Context: an optimization exercise on an open-source flow, tuned for small area, a short achievable clock period and few clock cycles per item. The choices shown serve that exercise and are no tape-out recipe. In this exercise RTL edits were held to simulation tests only and were not proved equivalent to the original. Power figures rest on the tool's default switching activity, not on a simulated workload.

==> v10: inputs <==
Design two_mode_motion_tween_unit, start of the top module:
module two_mode_motion_tween_unit #(
  parameter int unsigned FRACTION_BITS    = 16,
  parameter int unsigned SINE_TABLE_DEPTH = 1024
) (
  input  wire logic        clk,
  input  wire logic        rst,
  input  wire logic        s_tvalid,
  output logic             s_tready,
  input  wire logic [7:0]  s_tdata,     
  output logic             m_tvalid,
  input  wire logic        m_tready,
  output logic [31:0]      m_tdata,     
  output logic             m_tlast,     
  input  wire logic        cfg_valid,
  output logic             cfg_ready,
  input  wire logic [2:0]  cfg_index,
  input  wire logic [15:0] cfg_data
);
clock: 11.0 ns
lec_check: 0
cap_margin: 20
core_margin: 2
core_utilization: 40
setup_slack_margin: 5
slew_margin: 20
synth_memory_max_bits: 32768
standard.sh (not shown) runs the stock make flow with config.mk's settings and CLKGATE_MAP_FILE= SYNTH_SCRIPT=/design/flow/synth_recipe.tcl, a recipe that flattens the netlist after the stock synthesis.
==> flow/flow/run.sh <==
#!/bin/bash
# Layout flow: the standard ORFS flow (standard.sh), run with a larger
# setup margin for the resizer's timing repair (the SDC and its clock period
# are unchanged). Each tool's full output stays in orfs/logs; make's output
# goes to flow_make.log in this folder.
set -euo pipefail
sed -e 's/SETUP_SLACK_MARGIN=[-0-9.]*/SETUP_SLACK_MARGIN=7/' standard.sh > standard_margin.sh
grep -q 'SETUP_SLACK_MARGIN=7' standard_margin.sh
bash standard_margin.sh > flow_make.log 2>&1
==> v33 (differences from v10) <==
==> flow/run.sh (new file) <==
#!/bin/bash
# synth_recipe.tcl (not shown) runs the flow's synth.tcl, then flattens the netlist and writes it again
# the make line also repeats each setting of config.mk as NAME=value (left out here)
make -C /OpenROAD-flow-scripts/flow DESIGN_CONFIG=/design/flow/config.mk WORK_HOME=/design/flow/orfs CLKGATE_MAP_FILE= SYNTH_SCRIPT=/design/flow/synth_recipe.tcl finish
removed: flow/flow/run.sh
removed: flow/standard.sh
==> v7 (differences from v10) <==
--- a/flow/design.v
+++ b/flow/design.v
@@ -2217,47 +2217,22 @@
   assign cvx_248 = (cvx_144 & cvx_192) | (cvx_144 & cvx_193) | (cvx_192 & cvx_193);
   assign cvx_249 = rsx7_w[17] ^ ~start_x[15] ^ cvx_194;
   assign cvx_250 = (rsx7_w[17] & ~start_x[15]) | (rsx7_w[17] & cvx_194) | (~start_x[15] & cvx_194);
   logic [31:0] cvx_a, cvx_b;
   assign cvx_a = {cvx_248, cvx_246, cvx_244, cvx_242, cvx_240, cvx_238, cvx_236, cvx_234, cvx_232, cvx_230, cvx_228, cvx_226, cvx_224, cvx_222, cvx_220, cvx_218, cvx_216, cvx_214, cvx_212, cvx_210, cvx_208, cvx_206, cvx_204, cvx_202, cvx_200, cvx_198, cvx_196, rsx2_w[0], rsx0_w[3], rsx0_w[2], rsx0_w[1], rsx0_w[0]};
   assign cvx_b = {cvx_249, cvx_247, cvx_245, cvx_243, cvx_241, cvx_239, cvx_237, cvx_235, cvx_233, cvx_231, cvx_229, cvx_227, cvx_225, cvx_223, cvx_221, cvx_219, cvx_217, cvx_215, cvx_213, cvx_211, cvx_209, cvx_207, cvx_205, cvx_203, cvx_201, cvx_199, cvx_197, cvx_195, rsx1_w[1], rsx1_w[0], 1'b0, 1'b0};
-  logic [15:0] cvx_g, cvx_p;
-  logic [3:0]  cvx_gg, cvx_gp;
-  logic        cvx_nz;
-  assign cvx_g = cvx_a[15:0] & cvx_b[15:0];
-  assign cvx_p = cvx_a[15:0] | cvx_b[15:0];
-  assign cvx_nz = ~&((cvx_a[15:0] ^ cvx_b[15:0]) ~^ {cvx_p[14:0], 1'b0});
-  assign cvx_gg[0] = cvx_g[3] | (cvx_p[3] & cvx_g[2]) | (cvx_p[3] & cvx_p[2] & cvx_g[1]) | (cvx_p[3] & cvx_p[2] & cvx_p[1] & cvx_g[0]);
-  assign cvx_gp[0] = &cvx_p[3:0];
-  assign cvx_gg[1] = cvx_g[7] | (cvx_p[7] & cvx_g[6]) | (cvx_p[7] & cvx_p[6] & cvx_g[5]) | (cvx_p[7] & cvx_p[6] & cvx_p[5] & cvx_g[4]);
-  assign cvx_gp[1] = &cvx_p[7:4];
-  assign cvx_gg[2] = cvx_g[11] | (cvx_p[11] & cvx_g[10]) | (cvx_p[11] & cvx_p[10] & cvx_g[9]) | (cvx_p[11] & cvx_p[10] & cvx_p[9] & cvx_g[8]);
-  assign cvx_gp[2] = &cvx_p[11:8];
-  assign cvx_gg[3] = cvx_g[15] | (cvx_p[15] & cvx_g[14]) | (cvx_p[15] & cvx_p[14] & cvx_g[13]) | (cvx_p[15] & cvx_p[14] & cvx_p[13] & cvx_g[12]);
-  assign cvx_gp[3] = &cvx_p[15:12];
-  logic [15:0] cvx_ah, cvx_bh;
-  logic [3:0]  cvx_rgg, cvx_rgp;
-  logic        cvx_rnz;
-  always_ff @(posedge clk) begin
-    if (!stall) begin
-      cvx_ah  <= cvx_a[31:16];
-      cvx_bh  <= cvx_b[31:16];
-      cvx_rgg <= cvx_gg;
-      cvx_rgp <= cvx_gp;
-      cvx_rnz <= cvx_nz;
-    end
-  end
-  logic        cvx_c16;
+  logic [16:0] cvx_lo;
   logic [15:0] cvx_h0, cvx_h1, cvx_h2;
-  assign cvx_c16 = cvx_rgg[3] | (cvx_rgp[3] & cvx_rgg[2]) | (cvx_rgp[3] & cvx_rgp[2] & cvx_rgg[1])
-                 | (cvx_rgp[3] & cvx_rgp[2] & cvx_rgp[1] & cvx_rgg[0]);
-  assign cvx_h0 = cvx_ah + cvx_bh;
-  assign cvx_h1 = cvx_ah + cvx_bh + 16'd1;
-  assign cvx_h2 = cvx_ah + cvx_bh + 16'd2;
-  assign rx = cvx_c16 ? ((cvx_h1[15] && cvx_rnz) ? cvx_h2 : cvx_h1)
-                       : ((cvx_h0[15] && cvx_rnz) ? cvx_h1 : cvx_h0);
+  logic        cvx_nz;
+  assign cvx_lo = {1'b0, cvx_a[15:0]} + {1'b0, cvx_b[15:0]};
+  assign cvx_nz = ~&((cvx_a[15:0] ^ cvx_b[15:0]) ~^ {(cvx_a[14:0] | cvx_b[14:0]), 1'b0});
+  assign cvx_h0 = cvx_a[31:16] + cvx_b[31:16];
+  assign cvx_h1 = cvx_a[31:16] + cvx_b[31:16] + 16'd1;
+  assign cvx_h2 = cvx_a[31:16] + cvx_b[31:16] + 16'd2;
+  assign rx = cvx_lo[16] ? ((cvx_h1[15] && cvx_nz) ? cvx_h2 : cvx_h1)
+                        : ((cvx_h0[15] && cvx_nz) ? cvx_h1 : cvx_h0);
   logic rsy0_1, rsy0_2, rsy0_3;
   logic [18:0] rsy0_w;
   assign rsy0_1 = f2[0] & ~f2[1];
   assign rsy0_2 = ~f2[0] & f2[1];
   assign rsy0_3 = f2[0] & f2[1];
   assign rsy0_w[0] = (rsy0_1 & dy[0]) | (rsy0_2 & 1'b0) | (rsy0_3 & ty[0]);
@@ -2698,66 +2673,36 @@
   assign cvy_248 = (cvy_144 & cvy_192) | (cvy_144 & cvy_193) | (cvy_192 & cvy_193);
   assign cvy_249 = rsy7_w[17] ^ ~start_y[15] ^ cvy_194;
   assign cvy_250 = (rsy7_w[17] & ~start_y[15]) | (rsy7_w[17] & cvy_194) | (~start_y[15] & cvy_194);
   logic [31:0] cvy_a, cvy_b;
   assign cvy_a = {cvy_248, cvy_246, cvy_244, cvy_242, cvy_240, cvy_238, cvy_236, cvy_234, cvy_232, cvy_230, cvy_228, cvy_226, cvy_224, cvy_222, cvy_220, cvy_218, cvy_216, cvy_214, cvy_212, cvy_210, cvy_208, cvy_206, cvy_204, cvy_202, cvy_200, cvy_198, cvy_196, rsy2_w[0], rsy0_w[3], rsy0_w[2], rsy0_w[1], rsy0_w[0]};
   assign cvy_b = {cvy_249, cvy_247, cvy_245, cvy_243, cvy_241, cvy_239, cvy_237, cvy_235, cvy_233, cvy_231, cvy_229, cvy_227, cvy_225, cvy_223, cvy_221, cvy_219, cvy_217, cvy_215, cvy_213, cvy_211, cvy_209, cvy_207, cvy_205, cvy_203, cvy_201, cvy_199, cvy_197, cvy_195, rsy1_w[1], rsy1_w[0], 1'b0, 1'b0};
-  logic [15:0] cvy_g, cvy_p;
-  logic [3:0]  cvy_gg, cvy_gp;
-  logic        cvy_nz;
-  assign cvy_g = cvy_a[15:0] & cvy_b[15:0];
-  assign cvy_p = cvy_a[15:0] | cvy_b[15:0];
-  assign cvy_nz = ~&((cvy_a[15:0] ^ cvy_b[15:0]) ~^ {cvy_p[14:0], 1'b0});
-  assign cvy_gg[0] = cvy_g[3] | (cvy_p[3] & cvy_g[2]) | (cvy_p[3] & cvy_p[2] & cvy_g[1]) | (cvy_p[3] & cvy_p[2] & cvy_p[1] & cvy_g[0]);
-  assign cvy_gp[0] = &cvy_p[3:0];
-  assign cvy_gg[1] = cvy_g[7] | (cvy_p[7] & cvy_g[6]) | (cvy_p[7] & cvy_p[6] & cvy_g[5]) | (cvy_p[7] & cvy_p[6] & cvy_p[5] & cvy_g[4]);
-  assign cvy_gp[1] = &cvy_p[7:4];
-  assign cvy_gg[2] = cvy_g[11] | (cvy_p[11] & cvy_g[10]) | (cvy_p[11] & cvy_p[10] & cvy_g[9]) | (cvy_p[11] & cvy_p[10] & cvy_p[9] & cvy_g[8]);
-  assign cvy_gp[2] = &cvy_p[11:8];
-  assign cvy_gg[3] = cvy_g[15] | (cvy_p[15] & cvy_g[14]) | (cvy_p[15] & cvy_p[14] & cvy_g[13]) | (cvy_p[15] & cvy_p[14] & cvy_p[13] & cvy_g[12]);
-  assign cvy_gp[3] = &cvy_p[15:12];
-  logic [15:0] cvy_ah, cvy_bh;
-  logic [3:0]  cvy_rgg, cvy_rgp;
-  logic        cvy_rnz;
-  always_ff @(posedge clk) begin
-    if (!stall) begin
-      cvy_ah  <= cvy_a[31:16];
-      cvy_bh  <= cvy_b[31:16];
-      cvy_rgg <= cvy_gg;
-      cvy_rgp <= cvy_gp;
-      cvy_rnz <= cvy_nz;
-    end
-  end
-  logic        cvy_c16;
+  logic [16:0] cvy_lo;
   logic [15:0] cvy_h0, cvy_h1, cvy_h2;
-  assign cvy_c16 = cvy_rgg[3] | (cvy_rgp[3] & cvy_rgg[2]) | (cvy_rgp[3] & cvy_rgp[2] & cvy_rgg[1])
-                 | (cvy_rgp[3] & cvy_rgp[2] & cvy_rgp[1] & cvy_rgg[0]);
-  assign cvy_h0 = cvy_ah + cvy_bh;
-  assign cvy_h1 = cvy_ah + cvy_bh + 16'd1;
-  assign cvy_h2 = cvy_ah + cvy_bh + 16'd2;
-  assign ry = cvy_c16 ? ((cvy_h1[15] && cvy_rnz) ? cvy_h2 : cvy_h1)
-                       : ((cvy_h0[15] && cvy_rnz) ? cvy_h1 : cvy_h0);
-  logic v3, fe3, dn3;
+  logic        cvy_nz;
+  assign cvy_lo = {1'b0, cvy_a[15:0]} + {1'b0, cvy_b[15:0]};
+  assign cvy_nz = ~&((cvy_a[15:0] ^ cvy_b[15:0]) ~^ {(cvy_a[14:0] | cvy_b[14:0]), 1'b0});
+  assign cvy_h0 = cvy_a[31:16] + cvy_b[31:16];
+  assign cvy_h1 = cvy_a[31:16] + cvy_b[31:16] + 16'd1;
+  assign cvy_h2 = cvy_a[31:16] + cvy_b[31:16] + 16'd2;
+  assign ry = cvy_lo[16] ? ((cvy_h1[15] && cvy_nz) ? cvy_h2 : cvy_h1)
+                        : ((cvy_h0[15] && cvy_nz) ? cvy_h1 : cvy_h0);
   always_ff @(posedge clk) begin
     if (rst) begin
       v2       <= 1'b0;
-      v3       <= 1'b0;
       m_tvalid <= 1'b0;
     end else if (!stall) begin
       v2       <= pop;
-      v3       <= v2;
-      m_tvalid <= v3;
+      m_tvalid <= v2;
     end
   end
   always_ff @(posedge clk) begin
     if (!stall) begin
       fe2 <= !in_rs && (past_k || done_k || (easing_mode && ix >= 11'd1022));
       dn2 <= done;
       f2  <= in_rs ? 16'd0 : easing_mode ? sine_val(ix) : q[15:0];
-      fe3 <= fe2;
-      dn3 <= dn2;
-      m_tdata <= fe3 ? {end_y, end_x} : {ry, rx};
-      m_tlast <= dn3;
+      m_tdata <= fe2 ? {end_y, end_x} : {ry, rx};
+      m_tlast <= dn2;
     end
   end
 endmodule
 `default_nettype wire
==> flow/run.sh (new file) <==
#!/bin/bash
# synth_recipe.tcl (not shown) runs the flow's synth.tcl, then flattens the netlist and writes it again
# the make line also repeats each setting of config.mk as NAME=value (left out here)
make -C /OpenROAD-flow-scripts/flow DESIGN_CONFIG=/design/flow/config.mk WORK_HOME=/design/flow/orfs CLKGATE_MAP_FILE= SYNTH_SCRIPT=/design/flow/synth_recipe.tcl finish
Settings changed: CORE_UTILIZATION 40 to 55.
removed: flow/flow/run.sh
removed: flow/standard.sh
==> summary.txt <==
Pleak: 0.02579 µW
Int Power: 8632 µW
Logic gate share of total power: 72.3%
Crit path max fanout: 7
Post-CTS Setup Inserts: 347
Via count: 50,290
All-layer global routing usage: 29.64%
Status: complete, no violations
Share of the synthesized area in the top cell type: 12.39%
WHS: 414.7 ps
That was v10.
==> summary.txt <==
Pleak: 0.02191 µW
Post-CTS Setup Inserts: 141
Crit path max fanout: 6
Int Power: 8069 µW
Share of the synthesized area in the top cell type: 13.17%
All-layer global routing usage: 38.02%
Via count: 45,554
Status: complete, no violations
That was v7.
==> summary.txt <==
Pleak: 0.02169 µW
Via count: 46,154
Area delta synth->final: 11.08%
Status: complete, no violations
WHS: 423.2 ps
Post-CTS Setup Inserts: 38
Share of the synthesized area in the top cell type: 12.39%
Busiest grt layer: met2
Int Power: 6625 µW
Worst setup startpoint: s_tvalid
Logic gate share of total power: 64.2%
All-layer global routing usage: 26.84%
That was v33.
Testbench counts of v10, summed over its fixed seeds: cycles 9,328, items 7,756.
Testbench counts of v33, summed over its fixed seeds: cycles 9,328, items 7,756.
Testbench counts of v7, summed over its fixed seeds: cycles 9,104, items 7,756.

[re-timing with driven ports]
The results above use ideal ports. As a check the final layouts listed here were re-extracted and re-timed, cells and wires unchanged.
Step 1 sets driving cells, clkbuf_16 on the clock port and buf_2 on the other inputs (assumed; they add their load-dependent delay and slew).
Step 2 also shifts input and output timing later by t, the mid clock arrival at the registers, as if the neighbouring blocks saw the same clock.
a / b / c = ideal / step 1 / step 2; a / b = the first two.
| run | t, ns | setup slack, ns | worst slew at a driven data input, ns |
|---|---|---|---|
| v10 | 0.750 | 5.446 / 5.442 / 4.692 | 0.16 |
| v33 | 0.736 | 5.018 / 5.047 / 4.317 | 0.13 |
| v7 | 0.673 | 3.797 / 3.797 / 3.797 | 0.11 |
After both steps setup and hold are still met in every run listed. The setup slack of v10, which loses most, moves by -0.004 ns with the drivers and by -0.754 ns with both steps.
